This design comes from an exercise in tuning for small area, a short achievable clock period and few clock cycles on the open sky130 flow, not from production work.
Only simulation tests tie the RTL to the original design; equivalence was not proved.
Power figures rest on the tool's default switching activity, not on a simulated workload.

## top_k_candidate_list_unit
module top_k_candidate_list_unit
(
    input  logic                 aclk,
    input  logic                 aresetn,
    input  logic                 s_tvalid,
    output logic                 s_tready,
    input  logic [S_TDATA_W-1:0] s_tdata,    
    input  logic [S_TUSER_W-1:0] s_tuser,    
    output logic                 m_tvalid,
    input  logic                 m_tready,
    output logic [M_TDATA_W-1:0] m_tdata,    
    output logic [M_TUSER_W-1:0] m_tuser,    
    output logic                 m_tlast
);
Size in the first run: ~84 I/O pins.
clock: 7.0 ns
lec_check: 0
cap_margin: 20
core_margin: 2
core_utilization: 40
cts_cluster_diameter: 100
cts_cluster_size: 18
setup_slack_margin: 3.9
slew_margin: 20
standard.sh (not shown) runs the stock make flow with config.mk's settings and CLKGATE_MAP_FILE= SYNTH_SCRIPT=/design/flow/synth_recipe.tcl, a recipe that flattens the netlist after the stock synthesis.
==> flow/flow/run.sh <==
#!/bin/bash
# The standard layout, with plain buffers (buf_1) on the ports in place of the
# delay buffers buffer_ports picks by default; timing repair resizes them where
# needed. Each tool's output goes to a log of its own under orfs/logs, and
# the make output to standard.log.
set -euo pipefail
export BUFFER_PORTS_ARGS="-buffer_cell sky130_fd_sc_hd__buf_1"
bash standard.sh > standard.log 2>&1
The baseline went through all stages and came out clean.
Testbench counts at the start, summed over its fixed seeds: cycles 13,741.
Then changed:
==> flow/run.sh (new file) <==
#!/bin/bash
# synth_recipe.tcl (not shown) runs the flow's synth.tcl, then flattens the netlist and writes it again
# the make line also repeats each setting of config.mk as NAME=value (left out here)
make -C /OpenROAD-flow-scripts/flow DESIGN_CONFIG=/design/flow/config.mk WORK_HOME=/design/flow/orfs CLKGATE_MAP_FILE= SYNTH_SCRIPT=/design/flow/synth_recipe.tcl finish
CTS_CLUSTER_DIAMETER = default   (was 100)
CTS_CLUSTER_SIZE = default   (was 18)
removed: flow/flow/run.sh
removed: flow/standard.sh
Clock skew came out higher by 0.014 ns.
Cell area climbs by a few percent.
Sequential power hardly moves.


v51:
Starting RTL as in the previous note.
## top_k_candidate_list_unit
module top_k_candidate_list_unit
(
    input  logic                 aclk,
    input  logic                 aresetn,
    input  logic                 s_tvalid,
    output logic                 s_tready,
    input  logic [S_TDATA_W-1:0] s_tdata,    
    input  logic [S_TUSER_W-1:0] s_tuser,    
    output logic                 m_tvalid,
    input  logic                 m_tready,
    output logic [M_TDATA_W-1:0] m_tdata,    
    output logic [M_TUSER_W-1:0] m_tuser,    
    output logic                 m_tlast
);
clock: 7.0 ns
lec_check: 0
cap_margin: 20
core_margin: 2
core_utilization: 40
cts_cluster_diameter: 100
cts_cluster_size: 18
setup_slack_margin: 3.7
slew_margin: 20
==> flow/flow/run.sh <==
#!/bin/bash
# The standard layout, with plain buffers (buf_1) on the ports in place of the
# delay buffers buffer_ports picks by default; timing repair resizes them where
# needed. Each tool's output goes to a log of its own under orfs/logs, and
# the make output to standard.log.
set -euo pipefail
export BUFFER_PORTS_ARGS="-buffer_cell sky130_fd_sc_hd__buf_1"
bash standard.sh > standard.log 2>&1
In summary, v51 completed successfully, with a layout that passed the timing, DRC and antenna checks.
Testbench counts of v51, summed over its fixed seeds: cycles 13,741.
[inputs] v50 vs v51
Settings: SETUP_SLACK_MARGIN: 3.7 -> 3.8.
--- outcome ---
- v50 | stages: all done | timing, DRC, antenna: all pass
- Between v51 and v50, the flow reports area of all placed cells without fillers increasing slightly.
- [v50] number of global-route vias before repair fell 125 relative to v51
- In the reports for v50 and v51, the larger internal power of the cells belongs to v50.
- Changes observed in v50 relative to v51: clock buffer count in the final layout increased by about 2.4% relative to the old numbers, clock skew decreased by 21 ps relative to the old numbers.
- Of the two values seen for capturing element of the worst setup path, u_datapath.flag_le[5] was produced by v51 and s_tready by v50.
- Number of cells in the design after placement essentially unchanged between v50 and v51.
Inputs modified between v50 and v21:
Settings: swapping 3.8 for 3.9 in SETUP_SLACK_MARGIN.
==> flow/run.sh (new file) <==
#!/bin/bash
# synth_recipe.tcl (not shown) runs the flow's synth.tcl, then flattens the netlist and writes it again
# the make line also repeats each setting of config.mk as NAME=value (left out here)
make -C /OpenROAD-flow-scripts/flow DESIGN_CONFIG=/design/flow/config.mk WORK_HOME=/design/flow/orfs CLKGATE_MAP_FILE= SYNTH_SCRIPT=/design/flow/synth_recipe.tcl finish
removed: flow/flow/run.sh
removed: flow/standard.sh
### Flow results
Internal power of the cells sits higher in v21 than in v50.
Going from v50 to v21, non-clock buffer count increased by 95 relative to the old numbers; clock-buffer cell count went down about 2.4%; portion of the clock cycle consumed by the worst path in the final layout increased by 0.37 points relative to the old numbers.
[v21 vs v50] setup slack after layout: lower in v21
Between v21 and v50, the routed via count divided by cell count figures differ only marginally.
[diff] routed wire length, v21 relative to v50: regression
Reported for v21 and v50, die area turned out identical to the last digit.
Of v21 and v50, it is v21 that has the higher synthesis-to-finish area growth.
When the final numbers for v21 and v50 were put side by side, the design area turned out to be smaller in v50.
Number of global-route vias before repair delta for v21 relative to v50: 5.2% higher

re-timing with driven ports:
How much do the figures lean on ideal ports? The routed layouts below were timed once more, with nothing changed but the port constraints. Step 1 sets driving cells, clkbuf_16 on the clock port and buf_2 on the other inputs (assumed; they add their load-dependent delay and slew). Step 2 times the ports against the registers' clock, not the clock port: input delays grow and output delays shrink by t, the midpoint of the rising clock arrivals with the driver on. Slacks: no drivers / after step 1 / after step 2; pairs: no drivers / after step 1.
run	t, ns	setup WS [ns]	latest minus earliest clock arrival (ns)
the first run of note 1	0.634	3.778 / 3.719 / 3.327	0.037 / 0.036
the second run of note 1	0.641	3.793 / 3.734 / 3.240	0.052 / 0.052
v51	0.623	3.709 / 3.704 / 3.110	0.040 / 0.041
v50	0.621	3.780 / 3.715 / 3.259	0.021 / 0.021
v21	0.617	3.754 / 3.693 / 3.339	0.037 / 0.037
After both steps setup and hold are still met in every run listed. The setup slack of v51, which loses most, moves by -0.005 ns with the drivers and by -0.599 ns with both steps.
